This design comes from an exercise in tuning for small area on the open sky130 flow, not from production work. In this exercise RTL edits were held to simulation tests only and were not proved equivalent to the original. Power and IR drop assume default switching activity.

==> flow/design.v <==
`default_nettype none
module mem_wb_stage (
    input  wire logic          clk,
    input  wire logic          reset,    
    input  wire logic [7:0]    ans_ex,
    input  wire logic [7:0]    B_Bypass,
    input  wire logic          mem_en_ex,
    input  wire logic          mem_rw_ex,
    input  wire logic          mem_mux_sel_ex,
    input  wire logic [4:0]    RW_ex,
    input  wire logic [7:0]    dbg_addr,
    output logic      [7:0]    wb_data,
    output logic      [4:0]    RW_wb,
    output logic               ld_hit,
    output logic      [7:0]    dbg_data
);
    localparam int c_DEPTH = 256;
    logic [7:0] r_mem [c_DEPTH];
    logic [7:0] r_wb_data;
    logic [4:0] r_rw_wb;
    logic       r_ld_hit;
    logic       w_load;
    logic       w_store;
    logic [7:0] w_wb_next;
    logic [4:0] w_rw_next;
    assign w_load  = mem_en_ex & ~mem_rw_ex;
    assign w_store = mem_en_ex &  mem_rw_ex;
    always_comb begin
        w_wb_next = ans_ex;
        w_rw_next = RW_ex;
        if (mem_mux_sel_ex) begin
            if (w_load) begin
                w_wb_next = r_mem[ans_ex];
            end else begin
                w_wb_next = 8'h00;
                w_rw_next = {1'b0, RW_ex[3:0]};
            end
        end
    end
    always_ff @(posedge clk) begin
        if (reset && w_store) begin
            r_mem[ans_ex] <= B_Bypass;
        end
    end
    always_ff @(posedge clk or negedge reset) begin
        if (!reset) begin
            r_wb_data <= 8'h00;
            r_rw_wb   <= 5'h00;
            r_ld_hit  <= 1'b0;
        end else begin
            r_wb_data <= w_wb_next;
            r_rw_wb   <= w_rw_next;
            r_ld_hit  <= w_load;
        end
    end
    assign wb_data  = r_wb_data;
    assign RW_wb    = r_rw_wb;
    assign ld_hit   = r_ld_hit;
    assign dbg_data = r_mem[dbg_addr];
endmodule
`default_nettype wire
==> flow/run.sh <==
#!/bin/bash
# synth_recipe.tcl (not shown) runs the flow's synth.tcl, then flattens the netlist and writes it again
# the make line also repeats each setting of config.mk as NAME=value (left out here)
make -C /OpenROAD-flow-scripts/flow DESIGN_CONFIG=/design/flow/config.mk WORK_HOME=/design/flow/orfs CLKGATE_MAP_FILE= SYNTH_SCRIPT=/design/flow/synth_recipe.tcl finish
==> flow/config.mk <==
export PLATFORM = sky130hd
export DESIGN_NAME = mem_wb_stage
export DESIGN_NICKNAME = mem_wb_stage
export VERILOG_FILES = /design/flow/design.v
export SDC_FILE = /design/flow/constraint.sdc
export NUM_CORES = 4
export LEC_CHECK = 0
export CAP_MARGIN = 20
export CORE_MARGIN = 2
export CORE_UTILIZATION = 25
export SLEW_MARGIN = 20
==> flow/constraint.sdc <==
create_clock -name core_clock -period 10.0 [get_ports {clk}]
set_input_delay 2.0000 -clock core_clock [delete_from_list [all_inputs] [get_ports {clk}]]
set_output_delay 2.0000 -clock core_clock [all_outputs]
set_load 0.01 [all_outputs]
==> flow_metrics.tcl, run 1 <==
set metrics [dict create \
    drt_pass1_iterations 12 \
    clock-skew-final_ns 0.125 \
    seq_area_frac_synth_pct 64.4 \
    rsz0062_at_grt "no" \
    synth_top_family_by_area "multiplexers" \
    cp.required_ns 8.00 \
    synth_nets 4800 \
    core_area_mm2 0.382 \
    synth_area_mm2 0.0960 \
    synth-edff-count 2048 \
    hold_class "reg -> reg" \
    finalHoldViolCount 0 \
    worstHoldStart "r_mem[122][0]" \
    worstSkewPairLatency_ns 0.95 \
    dp.cells 9667 \
    rr_endpoint "r_wb_data[7]" \
    fin_crit_sh_pct 83.3 \
    start_util_pct 25.1 \
    cts_buffers 214 \
    drc_errors 0 \
    cts_tree "done" \
    peakVddDrop_uv 153 \
    postSynthAreaPerCell_um2 20.2 \
    tightest_slew_ns 1.24 \
    globalplace.congestion 0.986 \
    synth_xor_area_share_pct 0 \
    synthFlopType "edfxtp_1" \
    cts_buffer_depth 4 \
    outcome "timing/DRC/antenna clean" \
    antenna_found_initial 26 \
    critPathArrivalTime_ns 6.33 \
    hold_path_end "r_wb_data[0]" \
    fin_area_mm2 0.110 \
    postPlaceCellArea_mm2 0.103 \
    wl_per_cell_um 34.2 \
    drive_gt1_share_pct 34.3 \
    power_density_mw_per_mm2 174 \
    drv_cap 0 \
    drv_slew 0 \
    critPathCaptureType "output pin" \
    clkTransAtPathRegs_ns 0.06 \
    yosys_warnings 1 \
    clock-sinks 2062 \
    grt_start_max_net_pins 127 \
    power_leakage_uw 0.0328 \
    dr_total_vias 56400 \
    hold_buffers 0 \
    ys_seq_elements 2062 \
    setup_viol 0 \
    grt_pass1_vias 55200 \
    async_reset_ff_share_pct 0.679 \
    crit_fanout 73 \
    die_area_mm2 0.389 \
    worst-setup-path-type "in -> out" \
    die_w_um 624 \
    io_buffers 55 \
    final.setup.worst_slack_ns 1.67 \
    fin_cells 10100 \
    die_h_um 624 \
    io_pins 56 \
    post_cts_resized 0 \
    syn_to_final_growth_pct 14.4 \
    r2r_start "r_mem[166][7]" \
    r2r_setup_slack_ns 6.23 \
    final_nets 4881 \
    fin_util_pct 28.7 \
    synth_cells 4766 \
    viasPerCell 5.61 \
    overflow 0 \
    clock-root-buffer "clkbuf_16" \
    drtIter0Drc 10100 \
    grt_pass1_wl_mm 468 \
    synth_compound_area_share_pct 2.62 \
    tns_ns 0 \
    synthSimpleGateAreaFrac_pct 3.01 \
    reg2regPathDepth 6 \
    synth_mux_area_share_pct 28.0 \
    fmax_mhz 120 \
    drt_wl_total_mm 345 \
    pre_cts_slack_ns 1.92 \
    dpl.hpwl_mm 226 \
    hold_path_depth 4 \
    relSlewSlack_pct 16.8 \
    post-cts-setup-buffer-count 0 \
    ys_types 66 \
    cts-htree-levels 4 \
    grt_usage_pct 17.2 \
    postRouteAntennaNets 0 \
    num_rows 227 \
    synthAdderAreaFrac_pct 0 \
    finalCriticalPeriod_ns 8.33 \
    startpoint_type "input port" \
]
-- layer usage --
| layer | global-route usage [%] | wire, um |
|---|---|---|
| met1 | 22.2 | 127000 |
| met2 | 25.8 | 153000 |
| met3 | 5.72 | 43800 |
| met4 | 8.40 | 20400 |
| met5 | 0 | 100 |
-- critical path, cell delays in order --
cell	delay, ns
buf_8	0.58
buf_12	0.61
mux4_2	0.63
mux4_2	0.59
o22ai_1	0.65
nor4_1	0.27
and3_1	0.34
clkdlybuf4s50_1	0.54
-- worst max-delay path by stage --
stage	startpoint	endpoint	depth (start not counted)
after global routing	dbg_addr[0]	dbg_data[2]	8
after detailed placement	dbg_addr[0]	dbg_data[5]	8
after global placement	dbg_addr[0]	dbg_data[5]	8
after floorplan	dbg_addr[1]	dbg_data[6]	9
after CTS	dbg_addr[0]	dbg_data[5]	8
final	dbg_addr[0]	dbg_data[2]	8
-- Yosys cell counts, drive strengths merged, types with 4 or more instances --
library cell  number  share of area (%)
nand4             14              0.091
a21oi             57               0.30
o2111ai            6              0.055
and3              17               0.11
nor2b             20               0.13
o21ai             45               0.23
o21a               4              0.031
clkbuf           154               0.60
a22o               4              0.036
a2111oi            6              0.055
o32ai              9              0.082
clkinv             4              0.016
a32oi              6              0.055
mux4            1109                 26
a221oi            13               0.12
nor2             314                1.2
a41oi              4              0.036
dfrtp             14               0.36
a211oi            11              0.086
a22oi             73               0.57
o22ai             76               0.50
buf              226                1.3
nand4b             4              0.036
mux2i            155                1.6
nand2            144               0.56
nand3             50               0.26
edfxtp          2048                 64
nand2b             6              0.039
nor4              23               0.16
o221ai             6              0.055
nor3              26               0.14
nor3b              4              0.031
a311oi             4              0.036
o211ai            12              0.094
and2              11              0.072
a31oi              9              0.059
mux2              34               0.40
o22a               7              0.064
-- area by class of cell --
class | instances | area, um^2
clock inverter | 121 | 1200
sequential | 2062 | 61800
clock buffer | 256 | 5590
antenna | 17 | 42.5
inverter | 7 | 31.3
timing repair buffer | 245 | 2380
fill | 37300 | 272000
tap | 5038 | 6300
multi-input combinational | 2317 | 32500
-- logic make-up (layout without fill, tap and decap cells) --
kind of cell           Yosys count  in the layout
other                            0             17
multiplexers                  1298           1298
flip-flops                    2062           2062
AND/OR/NAND/NOR                650            650
buffers and inverters          387            629
AO/OA/AOI/OAI                  369            369
-- per-stage QoR --
| step | total power, uW | hold slack (ns) |
|---|---|---|
| after floorplan | 10600 | 0.831 |
| after global placement | 11300 | 1.02 |
| after detailed placement | 11300 | 1.04 |
| after CTS | 19200 | 1.00 |
| after global routing | 19500 | 1.07 |
| final | 19100 | 1.02 |
-- flip-flops by register name, summed over array words and instances, names as in the netlist --
| name | cells |
|---|---|
| r_mem | 2048 |
| r_wb_data | 8 |
| r_rw_wb | 5 |
| r_ld_hit | 1 |
-- where the power goes --
group          leakage (uW)  internal [uW]  total, uW  switching [uW]
Combinational        0.0109            594       1640            1050
Sequential           0.0186           9510       9520            5.44
Clock               0.00333           4510       7980            3470
Total                0.0328          14600      19100            4530
-- placed cells by master (no fill, tap or decap), types with 6 or more instances in the layout --
cell type | Yosys | final
edfxtp_1 | 2048 | 2048
mux4_2 | 1109 | 1109
nor2_1 | 314 | 270
clkbuf_16 | 0 | 216
buf_4 | 41 | 163
mux2i_1 | 155 | 155
nand2_1 | 144 | 142
o22ai_1 | 76 | 76
a22oi_1 | 73 | 73
a21oi_1 | 57 | 57
nand3_1 | 50 | 50
clkinv_2 | 0 | 46
clkinv_1 | 4 | 43
nor2_2 | 0 | 43
o21ai_0 | 42 | 40
clkbuf_1 | 154 | 37
mux2_2 | 34 | 34
clkdlybuf4s50_1 | 0 | 34
nor3_1 | 26 | 26
buf_12 | 0 | 26
nor4_1 | 22 | 22
bufinv_16 | 0 | 21
diode_2 | 0 | 17
and3_1 | 17 | 17
nor2b_1 | 20 | 14
nand4_1 | 14 | 14
dfrtp_1 | 14 | 14
a221oi_1 | 13 | 13
o211ai_1 | 12 | 12
clkbuf_8 | 0 | 11
and2_1 | 10 | 10
a211oi_1 | 11 | 10
o32ai_1 | 9 | 9
a31oi_1 | 9 | 9
o22a_1 | 7 | 7
o221ai_1 | 6 | 6
o2111ai_1 | 6 | 6
a32oi_1 | 6 | 6
==> inputs of run 2 (changes only) <==
--- a/flow/design.v
+++ b/flow/design.v
@@ -1,3 +1,21 @@
 `default_nettype none
+module mem_wb_wsel (
+    input  wire logic i_new,
+    input  wire logic i_old,
+    input  wire logic i_we,
+    input  wire logic i_we_n,
+    output logic      o_d
+);
+    assign o_d = (i_new & i_we) | (i_old & i_we_n);
+endmodule
+module mem_wb_rsel (
+    input  wire logic i_d0,
+    input  wire logic i_d1,
+    input  wire logic i_sel0_n,
+    input  wire logic i_sel1_n,
+    output logic      o_y
+);
+    assign o_y = ~((i_d0 | i_sel0_n) & (i_d1 | i_sel1_n));
+endmodule
 module mem_wb_stage (
     input  wire logic          clk,
@@ -16,5 +34,6 @@
 );
     localparam int c_DEPTH = 256;
-    logic [7:0] r_mem [c_DEPTH];
+    logic [c_DEPTH-1:0][7:0] r_mem;
+    logic [c_DEPTH-1:0][7:0] w_mem_d;
     logic [7:0] r_wb_data;
     logic [4:0] r_rw_wb;
@@ -22,8 +41,52 @@
     logic       w_load;
     logic       w_store;
+    logic [7:0] w_ld_data;
     logic [7:0] w_wb_next;
     logic [4:0] w_rw_next;
+    logic [c_DEPTH-1:0]         w_we;
+    logic [c_DEPTH-1:0]         w_ld_sel_n;
+    logic [c_DEPTH-1:0]         w_dbg_sel_n;
+    logic [c_DEPTH/2-1:0][7:0]  w_ld_y;
+    logic [c_DEPTH/2-1:0][7:0]  w_dbg_y;
     assign w_load  = mem_en_ex & ~mem_rw_ex;
-    assign w_store = mem_en_ex &  mem_rw_ex;
+    assign w_store = mem_en_ex &  mem_rw_ex & reset;
+    for (genvar k = 0; k < c_DEPTH; k++) begin : g_word
+        assign w_we[k]        = w_store & (ans_ex == k[7:0]);
+        assign w_ld_sel_n[k]  = ~(ans_ex == k[7:0]);
+        assign w_dbg_sel_n[k] = ~(dbg_addr == k[7:0]);
+        for (genvar b = 0; b < 8; b++) begin : g_bit
+            mem_wb_wsel u_wsel (
+                .i_new(B_Bypass[b]), .i_old(r_mem[k][b]), .i_we(w_we[k]), .i_we_n(~w_we[k]),
+                .o_d(w_mem_d[k][b])
+            );
+        end
+        always_ff @(posedge clk) begin
+            r_mem[k] <= w_mem_d[k];
+        end
+    end
+    for (genvar p = 0; p < c_DEPTH / 2; p++) begin : g_pair
+        for (genvar b = 0; b < 8; b++) begin : g_bit
+            mem_wb_rsel u_ld (
+                .i_d0(r_mem[2*p][b]), .i_d1(r_mem[2*p+1][b]),
+                .i_sel0_n(w_ld_sel_n[2*p]), .i_sel1_n(w_ld_sel_n[2*p+1]),
+                .o_y(w_ld_y[p][b])
+            );
+            mem_wb_rsel u_dbg (
+                .i_d0(r_mem[2*p][b]), .i_d1(r_mem[2*p+1][b]),
+                .i_sel0_n(w_dbg_sel_n[2*p]), .i_sel1_n(w_dbg_sel_n[2*p+1]),
+                .o_y(w_dbg_y[p][b])
+            );
+        end
+    end
+    always_comb begin
+        w_ld_data = 8'h00;
+        dbg_data  = 8'h00;
+        for (int p = 0; p < c_DEPTH / 2; p++) begin
+            w_ld_data = w_ld_data | w_ld_y[p];
+            dbg_data  = dbg_data  | w_dbg_y[p];
+        end
+        w_ld_data = ~w_ld_data;
+        dbg_data  = ~dbg_data;
+    end
     always_comb begin
         w_wb_next = ans_ex;
@@ -31,14 +94,9 @@
         if (mem_mux_sel_ex) begin
             if (w_load) begin
-                w_wb_next = r_mem[ans_ex];
+                w_wb_next = w_ld_data;
             end else begin
                 w_wb_next = 8'h00;
                 w_rw_next = {1'b0, RW_ex[3:0]};
             end
-        end
-    end
-    always_ff @(posedge clk) begin
-        if (reset && w_store) begin
-            r_mem[ans_ex] <= B_Bypass;
         end
     end
@@ -57,5 +115,4 @@
     assign RW_wb    = r_rw_wb;
     assign ld_hit   = r_ld_hit;
-    assign dbg_data = r_mem[dbg_addr];
 endmodule
 `default_nettype wire
--- a/flow/config.mk
+++ b/flow/config.mk
@@ -8,4 +8,6 @@
 export CAP_MARGIN = 20
 export CORE_MARGIN = 2
-export CORE_UTILIZATION = 25
+export CORE_UTILIZATION = 50
 export SLEW_MARGIN = 20
+export SYNTH_HIERARCHICAL = 1
+export SYNTH_MINIMUM_KEEP_SIZE = 0
==> flow_metrics.tcl, run 2 <==
set metrics [dict create \
    power_density_mw_per_mm2 189 \
    p_seq_share_pct 47.7 \
    final.setup.worst_slack_ns -0.238 \
    violations "max-capacitance violations, negative setup slack" \
    ys_types 34 \
    die_h_um 409 \
    cp.required_ns 8.00 \
    clock-sinks 2062 \
    dp.cells 10500 \
    fmax_mhz 97.7 \
    globalplace.congestion 1.17 \
    setup_viol 2 \
    crit_fanout 11 \
    startpoint_type "input port" \
    clkPwrFrac_pct 46.5 \
    drt_wl_total_mm 490 \
    synth_top_area_cell "dfxtp_1" \
    synth_nets 8239 \
    yosys_warnings 7 \
    drt_pass1_iterations 15 \
    synthFlopType "dfxtp_1" \
    comb_power_share_pct 5.8 \
    num_rows 148 \
    io_buffers 55 \
    tightest_slew_ns 1.51 \
    critPathCaptureType "output pin" \
    relSlewSlack_pct -1.30 \
    drv_cap 2 \
    post_cts_resized 0 \
    timing.critical_path.mode_cell "clkdlybuf4s50_1" \
    final_nets 8520 \
    io_pins 56 \
    clkTransAtPathRegs_ns 0.06 \
    rsz0062_at_grt "no" \
    antenna_found_initial 77 \
    async_reset_ff_share_pct 0.679 \
    wl_met3_mm 87.2 \
    drive_gt1_share_pct 7.69 \
    drv_slew 2 \
    power_leakage_uw 0.0369 \
    intPower_uw 13300 \
    finalCriticalPeriod_ns 10.24 \
    pre_cts_slack_ns 0.472 \
    slowest_delay_ns 1.08 \
    final_cell_mix "a22o_1, dfxtp_1, o22ai_1, nand2_1, nor4_1" \
    worst-setup-path-type "in -> out" \
    post-cts-setup-buffer-count 0 \
    start_util_pct 50.4 \
    die_area_mm2 0.167 \
    hold_slack_ns 0.506 \
    p_sw_share_pct 25.0 \
    drc_errors 0 \
    ys_seq_elements 2062 \
    synth_top_area_share_pct 50.0 \
    grt_pass1_vias 79500 \
    fillers 14000 \
    grt_start_max_net_pins 118 \
    largest_register_ffs 2048 \
    grt_pass1_wl_mm 657 \
    grt_usage_pct 55.6 \
    postSynthAreaPerCell_um2 10.0 \
    top_regs "r_mem x2048, r_wb_data x8, r_rw_wb x5" \
    wl_per_cell_um 44.8 \
    overflow 0 \
    fin_cells 10900 \
    clock-root-buffer "clkbuf_16" \
    critPathArrivalTime_ns 8.24 \
    worstSkewPairLatency_ns 0.91 \
    die_w_um 409 \
    finalHoldViolCount 0 \
    synth_common_cells "a22o_1, dfxtp_1, o22ai_1" \
    synth_cells 8205 \
    synthTopCellsByArea "dfxtp_1, a22o_1, o22ai_1, nor4_1, nand2_1" \
    drt-met1-wl_mm 164 \
    synth-edff-count 0 \
    cts_buffers 206 \
    cts-htree-levels 4 \
    cp_cell_sequence "clkdlybuf4s50_1 > nand2b_1 > nor3_4 > buf_4 > nand2_1 > o22ai_1 > nor4_1 > nand4_1 > or4_1 > nor2_1 > clkdlybuf4s50_1" \
    max_flop_register "r_mem" \
    clock-skew-final_ns 0.0295 \
    switchingPower_uw 4450 \
    hold_class "reg -> reg" \
    top_layer "met5" \
    cts_tree "done" \
    dr_wl_met2_mm 184 \
    seq_area_frac_synth_pct 50.4 \
    cpMaxStageDelayCell "nor4_1" \
    hold_buffers 0 \
    dpl.hpwl_mm 337 \
    fin_crit_sh_pct 102 \
    postRouteAntennaNets 0 \
    peakVddDrop_uv 211 \
    cts_buffer_depth 3 \
    outcome "finished with violations" \
    viasPerCell 8.40 \
    syn_to_final_growth_pct 14.4 \
    dr_total_vias 91800 \
    synth_area_mm2 0.0820 \
    drtIter0Drc 19900 \
    core_area_mm2 0.163 \
]
==> run 2: changes by cell type after synthesis, sizes merged, moves of 73 or more <==
cell / before / now
mux4: 1109 / 0
nand2: 144 / 813
nor4: 23 / 524
o22ai: 76 / 2048
a22oi: 73 / 0
mux2i: 155 / 0
nand4: 14 / 117
edfxtp: 2048 / 0
buf: 226 / 59
dfxtp: 0 / 2048
a22o: 4 / 2048
==> run 2: layer usage <==
layer / track usage [%] / vias to the layer above
met5: 2.24 / -
met4: 47.9 / 60
met3: 30.2 / 2910
met2: 72.3 / 10100
met1: 65.3 / 43400
li1: - / 35400
==> run 2: power groups by stage <==
stage | registers, uW | logic [uW] | clock network [uW]
6_report | 8490 | 1030 | 8270
3_5_place_dp | 8660 | 917 | 0
3_3_place_gp | 8660 | 911 | 0
2_1_floorplan | 8610 | 302 | 0
5_1_grt | 8490 | 976 | 8520
4_1_cts | 8480 | 919 | 8190
==> run 2: cell type report <==
class	count	area, um^2	share of cell area (%)
clock inverters	94	1120	1.19
repair buffers	249	2130	2.27
multi-input cells	5958	40300	42.9
clock buffers	286	5990	6.38
inverters	9	33.8	0.0360
well taps	2175	2720	2.90
flip-flops and latches	2062	41300	44.0
diodes	94	235	0.251
==> run 2: critical path, delay by kind of cell <==
family | cells | cell delay, ns
simple gates | 7 | 4.13
compound gates | 1 | 0.13
buf+inv | 3 | 1.89
==> run 2: kinds of logic after synthesis <==
kind of cell,synth area share [%]
AOI/OAI and AO/OA,37.6
DFF,50.4
and+or+nand+nor,11.0
buffers and inverters,1.03
==> run 2: Yosys stat by module (local to each module, per instance) <==
module        cells  flip-flops and latches  area [um^2]
mem_wb_rsel       1                       0         6.26
mem_wb_stage   4109                    2062        51300
mem_wb_wsel       1                       0         8.76
==> run 2: per-stage QoR <==
| step | area [um^2] | util, % | total power (uW) | TNS [ns] |
|---|---|---|---|---|
| 2_1_floorplan | 82000 | - | 8910 | 0 |
| 3_3_place_gp | 86400 | 53.1 | 9570 | 0 |
| 3_5_place_dp | 86400 | 53.1 | 9580 | 0 |
| 4_1_cts | 93500 | 57.5 | 17600 | 0 |
| 5_1_grt | 93700 | 57.6 | 18000 | 0 |
| 6_report | 93900 | 57.7 | 17800 | -0.251 |
==> run 2: path summary, 6_finish.rpt <==
kind | start | endpoint | slack (ns) | cells after the start
worst max-delay path | dbg_addr[2] | dbg_data[1] | -0.24 | 11
max in group asynchronous | reset | r_wb_data[6] | 7.66 | 1
worst min-delay path | r_mem[764] | r_mem[764] | 0.51 | 1
worst min register to register | r_mem[764] | r_mem[764] | 0.51 | 1
min in group asynchronous | reset | r_wb_data[0] | 1.68 | 1
worst max register to register | r_mem[272] | r_wb_data[0] | 5.84 | 5
==> inputs of run 3 (changes only) <==
--- a/flow/config.mk
+++ b/flow/config.mk
@@ -6,7 +6,11 @@
 export NUM_CORES = 4
 export LEC_CHECK = 0
-export CAP_MARGIN = 20
+export CAP_MARGIN = 40
 export CORE_MARGIN = 2
-export CORE_UTILIZATION = 50
+export CORE_UTILIZATION = 35
+export CTS_BUF_LIST = sky130_fd_sc_hd__clkbuf_16
+export CTS_CLUSTER_DIAMETER = 100
+export CTS_CLUSTER_SIZE = 20
+export SETUP_SLACK_MARGIN = 0.3
 export SLEW_MARGIN = 20
 export SYNTH_HIERARCHICAL = 1
==> flow_metrics.tcl, run 3 <==
set metrics [dict create \
    dpl.hpwl_mm 344 \
    clkTransAtPathRegs_ns 0.10 \
    die_area_mm2 0.238 \
    crit_buf_inv 3 \
    cts_buffers 116 \
    synth-edff-count 0 \
    clock-sinks 2062 \
    worstSkewPairLatency_ns 0.87 \
    cp.required_ns 8.00 \
    synth_common_cells "a22o_1, dfxtp_1, o22ai_1" \
    relSlewSlack_pct 23.8 \
    design_power_total_uw 14700 \
    drt_pass1_iterations 14 \
    drv_slew 0 \
    hold_path_end "r_mem[1998]" \
    worstHoldStart "r_mem[1998]" \
    start_util_pct 35.2 \
    io_buffers 55 \
    cp_cell_sequence "clkdlybuf4s50_1 > nand2b_1 > nor2_4 > buf_4 > nand2_1 > o22ai_1 > nor4_1 > nand4_1 > or4_1 > nor2_1 > clkdlybuf4s50_1" \
    drc_errors 0 \
    dr_total_vias 89600 \
    num_rows 177 \
    critPathCaptureType "output pin" \
    grt_usage_pct 39.2 \
    globalplace.congestion 1.15 \
    fin_crit_sh_pct 95.1 \
    cts_buffer_depth 3 \
    finalHoldViolCount 0 \
    synthFlopType "dfxtp_1" \
    hold_slack_ns 0.507 \
    cts_tree "done" \
    yosys_warnings 7 \
    outcome "timing/DRC/antenna clean" \
    grt_pass1_wl_mm 660 \
    slowest_delay_ns 0.91 \
    hold_class "reg -> reg" \
    synth_area_mm2 0.0820 \
    top_regs "r_mem x2048, r_wb_data x8, r_rw_wb x5" \
    drive_gt1_share_pct 6.57 \
    max_flop_register "r_mem" \
    clock-root-buffer "clkbuf_16" \
    drv_cap 0 \
    post_cts_resized 0 \
    drtIter0Drc 18000 \
    synth_nets 8239 \
    overflow 0 \
    critPathArrivalTime_ns 7.51 \
    r2r_setup_slack_ns 6.30 \
    fmax_mhz 105 \
    tns_ns 0 \
    drt_wl_total_mm 492 \
    timing.critical_path.mode_cell "clkdlybuf4s50_1" \
    postPlaceCellArea_mm2 0.0888 \
    peakVddDrop_uv 140 \
    final_nets 8547 \
    fin_area_mm2 0.0924 \
    worst-setup-path-type "in -> out" \
    largest_register_ffs 2048 \
    final.setup.worst_slack_ns 0.495 \
    die_w_um 488 \
    fillers 22800 \
    rsz0062_at_grt "no" \
    pre_cts_slack_ns 0.832 \
    power_leakage_uw 0.0356 \
    ys_types 34 \
    io_pins 56 \
    tightest_slew_ns 1.14 \
    finalCriticalPeriod_ns 9.51 \
    rr_endpoint "r_wb_data[6]" \
    grt_start_max_net_pins 110 \
    synthTopCellsByArea "dfxtp_1, a22o_1, o22ai_1, nor4_1, nand2_1" \
    critPathTopFamily "simple AND/OR/NAND/NOR gates" \
    final_cell_mix "o22ai_1, a22o_1, dfxtp_1, nand2_1, nor4_1" \
    synth_top_area_share_pct 50.0 \
    reg2regPathDepth 6 \
    synth_top_area_cell "dfxtp_1" \
    syn_to_final_growth_pct 12.6 \
    ys_seq_elements 2062 \
    async_reset_ff_share_pct 0.679 \
    core_area_mm2 0.233 \
    cts-htree-levels 3 \
    clock-skew-final_ns 0.0455 \
    wl_per_cell_um 41.9 \
    setup_viol 0 \
    grt_pass1_vias 78500 \
    die_h_um 488 \
    startpoint_type "input port" \
    synth_cells 8205 \
    hold_buffers 0 \
    postRouteAntennaNets 0 \
    crit_fanout 11 \
    post-cts-setup-buffer-count 0 \
    hold_path_depth 1 \
    postSynthAreaPerCell_um2 10.0 \
    seq_area_frac_synth_pct 50.4 \
    antenna_found_initial 51 \
    cpMaxStageDelayCell "clkdlybuf4s50_1" \
    viasPerCell 7.63 \
    power_density_mw_per_mm2 159 \
    r2r_start "r_mem[1878]" \
]
==> run 3: cell counts after synthesis <==
No cell type changed its count.
==> run 3: routing by layer <==
| metal | track usage [%] | vias to the layer above | wire length [um] |
|---|---|---|---|
| li1 | - | 35300 | - |
| met1 | 48.4 | 43200 | 178000 |
| met2 | 53.9 | 8851 | 194000 |
| met3 | 15.6 | 2233 | 72400 |
| met4 | 30.3 | 36 | 46600 |
| met5 | 0.122 | - | 292 |
==> run 3: area by class of cell <==
type / count / area [um^2] / area share (%)
Multi-Input combinational cell: 5958 / 40300 / 43.6
Inverter: 9 / 33.8 / 0.0366
Sequential cell: 2062 / 41300 / 44.8
Timing Repair Buffer: 366 / 3400 / 3.68
Tap cell: 3132 / 3920 / 4.24
Clock buffer: 119 / 2980 / 3.22
Antenna cell: 78 / 195 / 0.211
Clock inverter: 22 / 239 / 0.259
==> run 3: report_power, final <==
| group | switching, uW | leakage (uW) | total (uW) | internal (uW) |
|---|---|---|---|---|
| clock network | 2970 | 0.00159 | 5180 | 2210 |
| logic | 793 | 0.0173 | 1060 | 270 |
| registers | 145 | 0.0167 | 8480 | 8340 |
| total | 3910 | 0.0356 | 14700 | 10800 |
==> run 3: how the worst max path moves through the flow <==
stage | start | endpoint | slack [ns] | cells past startpoint
after global routing | dbg_addr[2] | dbg_data[6] | 0.68 | 11
final | dbg_addr[2] | dbg_data[6] | 0.49 | 11
after floorplan | dbg_addr[1] | dbg_data[0] | 4.17 | 9
after detailed placement | dbg_addr[2] | dbg_data[6] | 0.83 | 11
after CTS | dbg_addr[2] | dbg_data[6] | 0.83 | 11
after global placement | dbg_addr[1] | dbg_data[1] | 0.61 | 12
==> run 3: worst reg2reg max path: cells and delay by family, from the launching register on <==
family	cells	cell delay [ns]
buffers and inverters	1	0.29
AOI/OAI and AO/OA	2	0.80
DFF	1	0.67
and+or+nand+nor	3	1.86
==> run 3: modules after synthesis, one instance, submodules excluded <==
module	flip-flops and latches	cells
mem_wb_rsel	0	1
mem_wb_wsel	0	1
mem_wb_stage	2062	4109
==> run 3: kinds of logic (layout without fill, tap and decap cells) <==
| kind of cell | Yosys count | count (layout) | share of synthesized area, % |
|---|---|---|---|
| buf+inv | 185 | 516 | 1.03 |
| flops | 2062 | 2062 | 50.4 |
| compound gates | 4105 | 4105 | 37.6 |
| other cells | 0 | 78 | 0 |
| simple gates | 1853 | 1853 | 11.0 |
==> run 3: through the flow <==
stage	util [%]	instances
floorplan	-	8205
global placement	37.7	11400
detailed placement	38.2	11500
CTS	39.5	11700
global route	39.6	11700
finish	39.7	11700

re-timing with driven ports:
The results above use ideal ports. As a check the final layouts listed here were re-extracted and re-timed, cells and wires unchanged.
Step 1 sets driving cells, clkbuf_16 on the clock port and buf_2 on the other inputs (assumed; they add their load-dependent delay and slew).
Step 2 adds t to the input delays and takes it off the output delays; t is the mean of the earliest and latest rising clock arrival at the registers after step 1. Input paths then give back, and output paths get back, about the clock's delay inside the block.
Three values: ideal, step 1, step 2; two values: the first two.
run | shift t [ns] | setup WS [ns] | hold slack, ns | worst register clock-pin slew, ns | cell pins on the clock port's net
run 1 | 0.997 | 1.669 / 1.623 / 1.623 | 1.023 / 1.023 / 1.023 | 0.07 / 0.07 | 1
run 2 | 0.989 | -0.238 / -0.266 / -0.266 | 0.506 / 0.506 / 0.506 | 0.07 / 0.07 | 1
run 3 | 0.952 | 0.495 / 0.448 / 0.448 | 0.507 / 0.507 / 0.507 | 0.10 / 0.10 | 1
The setup slack of run 3, which loses most, moves by -0.047 ns with the drivers and by -0.047 ns with both steps.
